Context: an optimization exercise on an open-source flow, tuned for small area, a short achievable clock period and few clock cycles per item. The choices shown serve that exercise and are no tape-out recipe.
At most, simulation tests tie the RTL to the original design; equivalence was not proved.
Power and IR drop assume default switching activity.

==> inputs of v8 <==
==> flow/design.v <==
module data_mem_responder #(
  parameter int DEPTH   = 64,
  parameter int LATENCY = 2
) (
  input  logic        clk,
  input  logic        rst,
  input  logic        req_valid,
  output logic        req_ready,
  input  logic        req_we,
  input  logic [31:0] req_addr,
  input  logic [31:0] req_wdata,
  output logic        resp_valid,
  input  logic        resp_ready,
  output logic [31:0] resp_rdata,
  output logic        resp_err
);
  logic        v1_q;
  logic        wr1_q;     
  logic        rd1_q;     
  logic        err1_q;    
  logic [63:0] sel1_q;    
  logic [31:0] wd1_q;
  logic        v2_q;
  logic [31:0] rdata2_q;
  logic        err2_q;
  logic        vk_q;
  logic [31:0] rdatak_q;
  logic        errk_q;
  logic [31:0] mem [64];
  logic bad_in, acc, adv2;
  assign bad_in    = (|req_addr[1:0]) || (|req_addr[31:8]);
  assign adv2      = !v2_q || resp_ready;
  assign req_ready = !vk_q && !(v1_q && v2_q && !resp_ready);
  assign acc       = req_valid && req_ready;
  assign resp_valid = v2_q;
  assign resp_rdata = rdata2_q;
  assign resp_err   = err2_q;
  logic [31:0] rd_word;
  always_comb begin
    rd_word = 32'd0;
    for (int w = 0; w < 64; w++) rd_word = rd_word | (mem[w] & {32{sel1_q[w]}});
  end
  logic [31:0] res1;
  assign res1 = rd1_q ? rd_word : 32'd0;
  always_ff @(posedge clk or posedge rst) begin
    if (rst) begin
      v1_q <= 1'b0;
      v2_q <= 1'b0;
      vk_q <= 1'b0;
    end else begin
      v1_q <= acc;
      if (adv2) v2_q <= vk_q || v1_q;
      vk_q <= !adv2 && (vk_q || v1_q);
    end
  end
  always_ff @(posedge clk) begin
    wr1_q  <= acc && req_we && !bad_in;
    rd1_q  <= !req_we && !bad_in;
    err1_q <= bad_in;
    wd1_q  <= req_wdata;
    for (int w = 0; w < 64; w++) sel1_q[w] <= (req_addr[7:2] == 6'(w));
    if (!vk_q) begin
      rdatak_q <= res1;
      errk_q   <= err1_q;
    end
    if (adv2) begin
      rdata2_q <= vk_q ? rdatak_q : res1;
      err2_q   <= vk_q ? errk_q : err1_q;
    end
  end
  always_ff @(posedge clk) begin
    for (int w = 0; w < 64; w++) if (wr1_q && sel1_q[w]) mem[w] <= wd1_q;
  end
endmodule
==> flow/run.sh <==
#!/bin/bash
# synth_recipe.tcl (not shown) runs the flow's synth.tcl, then flattens the netlist and writes it again
# the make line also repeats each setting of config.mk as NAME=value (left out here)
make -C /OpenROAD-flow-scripts/flow DESIGN_CONFIG=/design/flow/config.mk WORK_HOME=/design/flow/orfs CLKGATE_MAP_FILE= SYNTH_SCRIPT=/design/flow/synth_recipe.tcl finish
==> flow/config.mk <==
export PLATFORM = sky130hd
export DESIGN_NAME = data_mem_responder
export DESIGN_NICKNAME = data_mem_responder
export VERILOG_FILES = /design/flow/design.v
export SDC_FILE = /design/flow/constraint.sdc
export NUM_CORES = 4
export LEC_CHECK = 0
export CAP_MARGIN = 20
export CORE_MARGIN = 2
export CORE_UTILIZATION = 50
export CTS_BUF_LIST = sky130_fd_sc_hd__clkbuf_16
export CTS_CLUSTER_DIAMETER = 60
export CTS_CLUSTER_SIZE = 24
export GPL_TIMING_DRIVEN = 1
export SETUP_SLACK_MARGIN = 2.6
export SLEW_MARGIN = 20
==> flow/constraint.sdc <==
create_clock -name core_clock -period 5.0 [get_ports {clk}]
set_input_delay 1.0000 -clock core_clock [delete_from_list [all_inputs] [get_ports {clk}]]
set_output_delay 1.0000 -clock core_clock [all_outputs]
set_load 0.01 [all_outputs]
==> v18: changes against v8 <==
==> flow/design.v, changed modules only <==
module data_mem_responder #(
  parameter int DEPTH   = 64,
  parameter int LATENCY = 2
) (
  input  logic        clk,
  input  logic        rst,
  input  logic        req_valid,
  output logic        req_ready,
  input  logic        req_we,
  input  logic [31:0] req_addr,
  input  logic [31:0] req_wdata,
  output logic        resp_valid,
  input  logic        resp_ready,
  output logic [31:0] resp_rdata,
  output logic        resp_err
);
  logic        v2_q;
  logic        rd2_q;     
  logic        err2_q;    
  logic [31:0] lo2_q, hi2_q;
  logic        v3_q;
  logic [31:0] rdata3_q, hold3_q;
  logic        err3_q, herr3_q;
  logic        full_q;    
  logic [31:0] mem [64];
  logic bad_in, acc, adv3, adv2;
  assign bad_in    = (|req_addr[1:0]) || (|req_addr[31:8]);
  assign adv3      = !v3_q || resp_ready;
  assign adv2      = !v2_q || adv3;
  assign req_ready = !full_q || resp_ready;
  assign acc       = req_valid && req_ready;
  assign resp_valid = v3_q;
  assign resp_rdata = rdata3_q;
  assign resp_err   = err3_q;
  logic [63:0] sel;
  logic [31:0] lo1, hi1;
  dmr_word_decoder u_dec (.idx(req_addr[7:2]), .sel(sel));
  always_comb begin
    lo1 = 32'd0;
    hi1 = 32'd0;
    for (int w = 0; w < 32; w++) begin
      lo1 = lo1 | (mem[w] & {32{sel[w]}});
      hi1 = hi1 | (mem[w+32] & {32{sel[w+32]}});
    end
  end
  logic [31:0] res2;
  assign res2 = rd2_q ? (lo2_q | hi2_q) : 32'd0;
  always_ff @(posedge clk or posedge rst) begin
    if (rst) begin
      v2_q   <= 1'b0;
      v3_q   <= 1'b0;
      full_q <= 1'b0;
    end else begin
      if (adv2) v2_q <= req_valid;
      if (adv3) v3_q <= v2_q;
      full_q <= (adv2 ? req_valid : v2_q) && (adv3 ? v2_q : v3_q);
    end
  end
  always_ff @(posedge clk) begin
    if (adv2) begin
      rd2_q  <= !req_we && !bad_in;
      err2_q <= bad_in;
      lo2_q  <= lo1;
      hi2_q  <= hi1;
    end
    if (adv3) begin
      hold3_q <= res2;
      herr3_q <= err2_q;
    end
    rdata3_q <= !adv3 ? hold3_q : (v2_q ? res2 : 32'd0);
    err3_q   <= !adv3 ? herr3_q : (v2_q && err2_q);
  end
  always_ff @(posedge clk) begin
    if (acc && req_we && !bad_in && !rst) mem[req_addr[7:2]] <= req_wdata;
  end
endmodule
module dmr_word_decoder (
  input  logic [5:0]  idx,
  output logic [63:0] sel
);
  always_comb begin
    for (int w = 0; w < 64; w++) sel[w] = (idx == 6'(w));
  end
endmodule
==> flow/flow/run.sh (new file) <==
#!/bin/bash
# Standard layout with two changes: the ports are buffered with buf_2 cells
# instead of the delay cells buffer_ports picks by default, and clock tree
# synthesis inserts no dummy loads. Everything else is the standard.sh.
set -euo pipefail
export BUFFER_PORTS_ARGS="-buffer_cell sky130_fd_sc_hd__buf_2"
export CTS_ARGS="-sink_clustering_enable -repair_clock_nets -sink_clustering_size 24 -sink_clustering_max_diameter 60 -buf_list sky130_fd_sc_hd__clkbuf_16 -dont_use_dummy_load"
bash standard.sh finish > standard.log 2>&1
==> flow/standard.sh (new file) <==
#!/bin/bash
# synth_recipe.tcl (not shown) runs the flow's synth.tcl, then flattens the netlist and writes it again
# the make line also repeats each setting of config.mk as NAME=value (left out here)
make -C /OpenROAD-flow-scripts/flow DESIGN_CONFIG=/design/flow/config.mk WORK_HOME=/design/flow/orfs CLKGATE_MAP_FILE= SYNTH_SCRIPT=/design/flow/synth_recipe.tcl "${@:-finish}"
Settings changed: SETUP_SLACK_MARGIN 2.6 to 2.5, SYNTH_HIERARCHICAL set to 1, SYNTH_MINIMUM_KEEP_SIZE set to 0.
removed: flow/run.sh
==> flow_metrics.py <==
metrics = {
    "status": {
        "outcome": "complete, no violations",
    },
    "finish": {
        "insertedDiodeCount": 13,
        "stdcell_area_um2": 89750,
    },
    "routing": {
        "dr_total_vias": 41663,
        "m1WireLength_um": 89340,
        "drt-vias-per-instance": 6.569,
    },
    "setup_path": {
        "crit_arrival_ns": 3.44,
    },
    "place": {
        "dpl.hpwl_um": 123600,
    },
    "global_routing": {
        "gr-usage-met3_pct": 5.921,
    },
    "timing": {
        "fin_skew_ns": 0.04037,
    },
    "synthesis": {
        "yosysUniqueCellTypes": 30,
        "synth_edf_count": 2081,
    },
}
the above is filed under v8

==> flow_metrics.py <==
metrics = {
    "status": {
        "outcome": "complete, no violations",
    },
    "setup_path": {
        "crit_arrival_ns": 2.99,
    },
    "timing": {
        "report.final.slew_viol_count": 0,
        "fin_skew_ns": 0.08137,
    },
    "routing": {
        "drt-vias-per-instance": 7.238,
        "dr_total_vias": 46888,
        "m1WireLength_um": 98900,
    },
    "finish": {
        "insertedDiodeCount": 8,
        "nNetsFinal": 4483,
        "stdcell_area_um2": 88290,
    },
    "place": {
        "dpl.hpwl_um": 133600,
    },
    "synthesis": {
        "synth_edf_count": 2147,
        "netlist_top_cells_count": "edfxtp_1 (2147), a22oi_1 (1024), nand4_1 (259)",
    },
    "global_routing": {
        "gr-usage-met3_pct": 6.923,
    },
}
the above is filed under v18

No functional check of the RTL was part of any run of this note.

========
==> inputs of v29 <==
Starts from the design.v that is shown in full above.
==> flow/config.mk <==
export PLATFORM = sky130hd
export DESIGN_NAME = data_mem_responder
export DESIGN_NICKNAME = data_mem_responder
export VERILOG_FILES = /design/flow/design.v
export SDC_FILE = /design/flow/constraint.sdc
export NUM_CORES = 4
export LEC_CHECK = 0
export CAP_MARGIN = 20
export CORE_MARGIN = 2
export CORE_UTILIZATION = 55
export CTS_BUF_LIST = sky130_fd_sc_hd__clkbuf_16
export CTS_CLUSTER_DIAMETER = 60
export CTS_CLUSTER_SIZE = 24
export SETUP_SLACK_MARGIN = 2.8
export SLEW_MARGIN = 20
==> flow/constraint.sdc <==
create_clock -name core_clock -period 5.0 [get_ports {clk}]
set_input_delay 1.0000 -clock core_clock [delete_from_list [all_inputs] [get_ports {clk}]]
set_output_delay 1.0000 -clock core_clock [all_outputs]
set_load 0.01 [all_outputs]
run.sh (not shown) runs the stock make flow with config.mk's settings and CLKGATE_MAP_FILE= SYNTH_SCRIPT=/design/flow/synth_recipe.tcl, a recipe that flattens the netlist after the stock synthesis.
Stock flow here: none of the scripts above is used.
==> v39 (differences from v29) <==
- CORE_UTILIZATION: 55 -> 40
- CTS_BUF_LIST: sky130_fd_sc_hd__clkbuf_16 -> default
- CTS_CLUSTER_DIAMETER: 60 -> default
- CTS_CLUSTER_SIZE: 24 -> default
- SETUP_SLACK_MARGIN: 2.8 -> default
==> v19 (differences from v29) <==
==> flow/design.v (replaced) <==
module data_mem_responder #(
  parameter int DEPTH   = 64,
  parameter int LATENCY = 2
) (
  input  logic        clk,
  input  logic        rst,
  input  logic        req_valid,
  output logic        req_ready,
  input  logic        req_we,
  input  logic [31:0] req_addr,
  input  logic [31:0] req_wdata,
  output logic        resp_valid,
  input  logic        resp_ready,
  output logic [31:0] resp_rdata,
  output logic        resp_err
);
  logic        v1_q;
  logic        wr1_q;     
  logic        rd1_q;     
  logic        err1_q;    
  logic [63:0] sel1_q;    
  logic [31:0] wd1_q;
  logic        v2_q;
  logic        rd2_q;
  logic        err2_q;
  logic [31:0] lo2_q, hi2_q;
  logic        v3_q;
  logic [31:0] rdata3_q;
  logic        err3_q;
  logic [31:0] mem [64];
  logic        full_q;    
  logic bad_in, adv3, adv2, adv1;
  assign bad_in    = (|req_addr[1:0]) || (|req_addr[31:8]);
  assign adv3      = !v3_q || resp_ready;
  assign adv2      = !v2_q || adv3;
  assign adv1      = !v1_q || adv2;
  assign req_ready = !full_q || resp_ready;
  assign resp_valid = v3_q;
  assign resp_rdata = rdata3_q;
  assign resp_err   = err3_q;
  logic [31:0] lo1, hi1;
  always_comb begin
    lo1 = 32'd0;
    hi1 = 32'd0;
    for (int w = 0; w < 32; w++) begin
      lo1 = lo1 | (mem[w] & {32{sel1_q[w]}});
      hi1 = hi1 | (mem[w+32] & {32{sel1_q[w+32]}});
    end
  end
  logic [31:0] res2;
  assign res2 = rd2_q ? (lo2_q | hi2_q) : 32'd0;
  always_ff @(posedge clk or posedge rst) begin
    if (rst) begin
      v1_q <= 1'b0;
      v2_q <= 1'b0;
      v3_q <= 1'b0;
      full_q <= 1'b0;
    end else begin
      full_q <= (adv1 ? req_valid : v1_q) && (adv2 ? v1_q : v2_q) && (adv3 ? v2_q : v3_q);
      if (adv1) v1_q <= req_valid;
      if (adv2) v2_q <= v1_q;
      if (adv3) v3_q <= v2_q;
    end
  end
  always_ff @(posedge clk) begin
    if (adv1) begin
      wr1_q  <= req_valid && req_we && !bad_in;
      rd1_q  <= !req_we && !bad_in;
      err1_q <= bad_in;
      wd1_q  <= req_wdata;
      for (int w = 0; w < 64; w++) sel1_q[w] <= (req_addr[7:2] == 6'(w));
    end
    if (adv2) begin
      rd2_q  <= rd1_q;
      err2_q <= err1_q;
      lo2_q  <= lo1;
      hi2_q  <= hi1;
    end
    if (adv3) begin
      rdata3_q <= res2;
      err3_q   <= err2_q;
    end
  end
  always_ff @(posedge clk) begin
    for (int w = 0; w < 64; w++) if (wr1_q && sel1_q[w]) mem[w] <= wd1_q;
  end
endmodule
==> flow/flow/run.sh (new file) <==
#!/bin/bash
# Standard layout with two changes: the ports are buffered with buf_2 cells
# instead of the delay cells buffer_ports picks by default, and clock tree
# synthesis inserts no dummy loads. Everything else is the standard.sh.
set -euo pipefail
export BUFFER_PORTS_ARGS="-buffer_cell sky130_fd_sc_hd__buf_2"
export CTS_ARGS="-sink_clustering_enable -repair_clock_nets -sink_clustering_size 24 -sink_clustering_max_diameter 60 -buf_list sky130_fd_sc_hd__clkbuf_16 -dont_use_dummy_load"
bash standard.sh finish > standard.log 2>&1
==> flow/standard.sh (new file) <==
#!/bin/bash
# synth_recipe.tcl (not shown) runs the flow's synth.tcl, then flattens the netlist and writes it again
# the make line also repeats each setting of config.mk as NAME=value (left out here)
make -C /OpenROAD-flow-scripts/flow DESIGN_CONFIG=/design/flow/config.mk WORK_HOME=/design/flow/orfs CLKGATE_MAP_FILE= SYNTH_SCRIPT=/design/flow/synth_recipe.tcl "${@:-finish}"
- CORE_UTILIZATION: 55 -> 50
- GPL_TIMING_DRIVEN: default -> 1
- TNS_END_PERCENT: default -> 3
removed: flow/run.sh
==> v6 (differences from v29) <==
==> flow/design.v (replaced) <==
module data_mem_responder #(
  parameter int DEPTH   = 64,
  parameter int LATENCY = 2
) (
  input  logic        clk,
  input  logic        rst,
  input  logic        req_valid,
  output logic        req_ready,
  input  logic        req_we,
  input  logic [31:0] req_addr,
  input  logic [31:0] req_wdata,
  output logic        resp_valid,
  input  logic        resp_ready,
  output logic [31:0] resp_rdata,
  output logic        resp_err
);
  logic        v1_q;
  logic        err1_q;    
  logic [63:0] sel1_q;    
  logic        v2_q;
  logic        err2_q;
  logic [31:0] lo2_q, hi2_q;
  logic        v3_q;
  logic [31:0] rdata3_q, hold3_q;
  logic        err3_q, herr3_q;
  logic        full_q;    
  logic [31:0] mem [64];
  logic bad_in, acc, adv3, adv2, adv1;
  assign bad_in    = (|req_addr[1:0]) || (|req_addr[31:8]);
  assign adv3      = !v3_q || resp_ready;
  assign adv2      = !v2_q || adv3;
  assign adv1      = !v1_q || adv2;
  assign req_ready = !full_q || resp_ready;
  assign acc       = req_valid && req_ready;
  assign resp_valid = v3_q;
  assign resp_rdata = rdata3_q;
  assign resp_err   = err3_q;
  logic [31:0] lo1, hi1;
  always_comb begin
    lo1 = 32'd0;
    hi1 = 32'd0;
    for (int w = 0; w < 32; w++) begin
      lo1 = lo1 | (mem[w] & {32{sel1_q[w]}});
      hi1 = hi1 | (mem[w+32] & {32{sel1_q[w+32]}});
    end
  end
  logic [31:0] res2;
  assign res2 = lo2_q | hi2_q;
  always_ff @(posedge clk or posedge rst) begin
    if (rst) begin
      v1_q   <= 1'b0;
      v2_q   <= 1'b0;
      v3_q   <= 1'b0;
      full_q <= 1'b0;
    end else begin
      if (adv1) v1_q <= req_valid;
      if (adv2) v2_q <= v1_q;
      if (adv3) v3_q <= v2_q;
      full_q <= (adv1 ? req_valid : v1_q) && (adv2 ? v1_q : v2_q) && (adv3 ? v2_q : v3_q);
    end
  end
  always_ff @(posedge clk) begin
    if (adv1) begin
      err1_q <= bad_in;
      for (int w = 0; w < 64; w++) sel1_q[w] <= !req_we && !bad_in && (req_addr[7:2] == 6'(w));
    end
    if (adv2) begin
      err2_q <= err1_q;
      lo2_q  <= lo1;
      hi2_q  <= hi1;
    end
    if (adv3) begin
      hold3_q <= res2;
      herr3_q <= err2_q;
    end
    rdata3_q <= !adv3 ? hold3_q : (v2_q ? res2 : 32'd0);
    err3_q   <= !adv3 ? herr3_q : (v2_q && err2_q);
  end
  always_ff @(posedge clk) begin
    if (acc && req_we && !bad_in && !rst) mem[req_addr[7:2]] <= req_wdata;
  end
endmodule
==> flow/flow/run.sh (new file) <==
#!/bin/bash
# Standard layout with two changes: the ports are buffered with buf_2 cells
# instead of the delay cells buffer_ports picks by default, and clock tree
# synthesis inserts no dummy loads. Everything else is the standard.sh.
set -euo pipefail
export BUFFER_PORTS_ARGS="-buffer_cell sky130_fd_sc_hd__buf_2"
export CTS_ARGS="-sink_clustering_enable -repair_clock_nets -sink_clustering_size 24 -sink_clustering_max_diameter 60 -buf_list sky130_fd_sc_hd__clkbuf_16 -dont_use_dummy_load"
bash standard.sh finish > standard.log 2>&1
==> flow/standard.sh (new file) <==
#!/bin/bash
# synth_recipe.tcl (not shown) runs the flow's synth.tcl, then flattens the netlist and writes it again
# the make line also repeats each setting of config.mk as NAME=value (left out here)
make -C /OpenROAD-flow-scripts/flow DESIGN_CONFIG=/design/flow/config.mk WORK_HOME=/design/flow/orfs CLKGATE_MAP_FILE= SYNTH_SCRIPT=/design/flow/synth_recipe.tcl "${@:-finish}"
- CORE_UTILIZATION: 55 -> 50
- GPL_TIMING_DRIVEN: default -> 1
removed: flow/run.sh
==> comparison table <==
metric	v19	v39	v29	v6
Net count reported at finish	4,361	4,140	4,238	4,911
Fraction of power spent switching nets	23.72%	20.62%	21.55%	22.83%
Result of the run	complete, no violations	complete, no violations	complete, no violations	complete, no violations
Cell area after placement	82,610 µm²	81,900 µm²	81,150 µm²	84,810 µm²
Clock insertion delay at the later pin of the skew report	820 ps	840 ps	810 ps	830 ps
RD Place Congestion	0.8078	0.8423	0.8937	0.8029
Net Sw Power	8419 µW	7553 µW	7263 µW	7760 µW
Chip height	405.0 µm	446.2 µm	381.1 µm	404.0 µm
Complex-gate fraction of the synthesized area	9.874%	11.95%	11.95%	9.818%
Number of vias in the routed layout	43,007	41,543	42,425	52,592
CP Buf/Inv Count	2	1	2	8
Count of non-CTS inverters in the layout	2	3	3	3
Row count	147	162	138	146
Total routed wire length on the met1 layer	94,580 µm	90,020 µm	92,180 µm	112,100 µm
Worst setup slack after placement	1985 ps	1526 ps	1662 ps	968.1 ps
Final setup slack of the worst path	2481 ps	1413 ps	2140 ps	2518 ps
Pleak	0.02674 µW	0.02771 µW	0.02859 µW	0.03123 µW
Clock buffer count in the final layout	137	324	146	135
Sequential group share of total power	60.8%	55.7%	60.4%	61.4%
Testbench counts of v19, summed over its fixed seeds: cycles 4,824, items 4,800.
Only the layout flow was run in v29, v39 and v6; the RTL was not checked for function there.

separate check: timing with driven ports:
Ports are ideal in the flow. The routed layouts listed here were re-timed in OpenROAD.
Step 1 assumes that a clkbuf_16 drives the clock port and a buf_2 every other input.
Step 2 also shifts input and output timing later by t, the mid clock arrival at the registers, as if the neighbouring blocks saw the same clock.
Slacks: no drivers / after step 1 / after step 2; pairs: no drivers / after step 1.
run	t (ns)	setup WS [ns]	worst setup path after step 2	slew at the worst register clock pin (ns)	worst slew at a driven data input, ns
v8	0.873	2.119 / 2.119 / 2.119	register to register	0.10 / 0.10	0.22
v18	0.853	2.469 / 2.502 / 1.650	input to register	0.10 / 0.10	0.20
v29	0.876	2.140 / 2.140 / 2.075	input to register	0.09 / 0.09	0.22
v39	0.915	1.413 / 1.413 / 1.413	register to register	0.07 / 0.07	0.19
v19	0.852	2.481 / 2.471 / 1.982	input to register	0.10 / 0.10	0.20
v6	0.877	2.518 / 2.517 / 1.698	input to register	0.10 / 0.10	0.14
After both steps every run listed still meets setup and hold. The setup slack of v6, which loses most, moves by -0.001 ns with the drivers and by -0.820 ns with both steps.
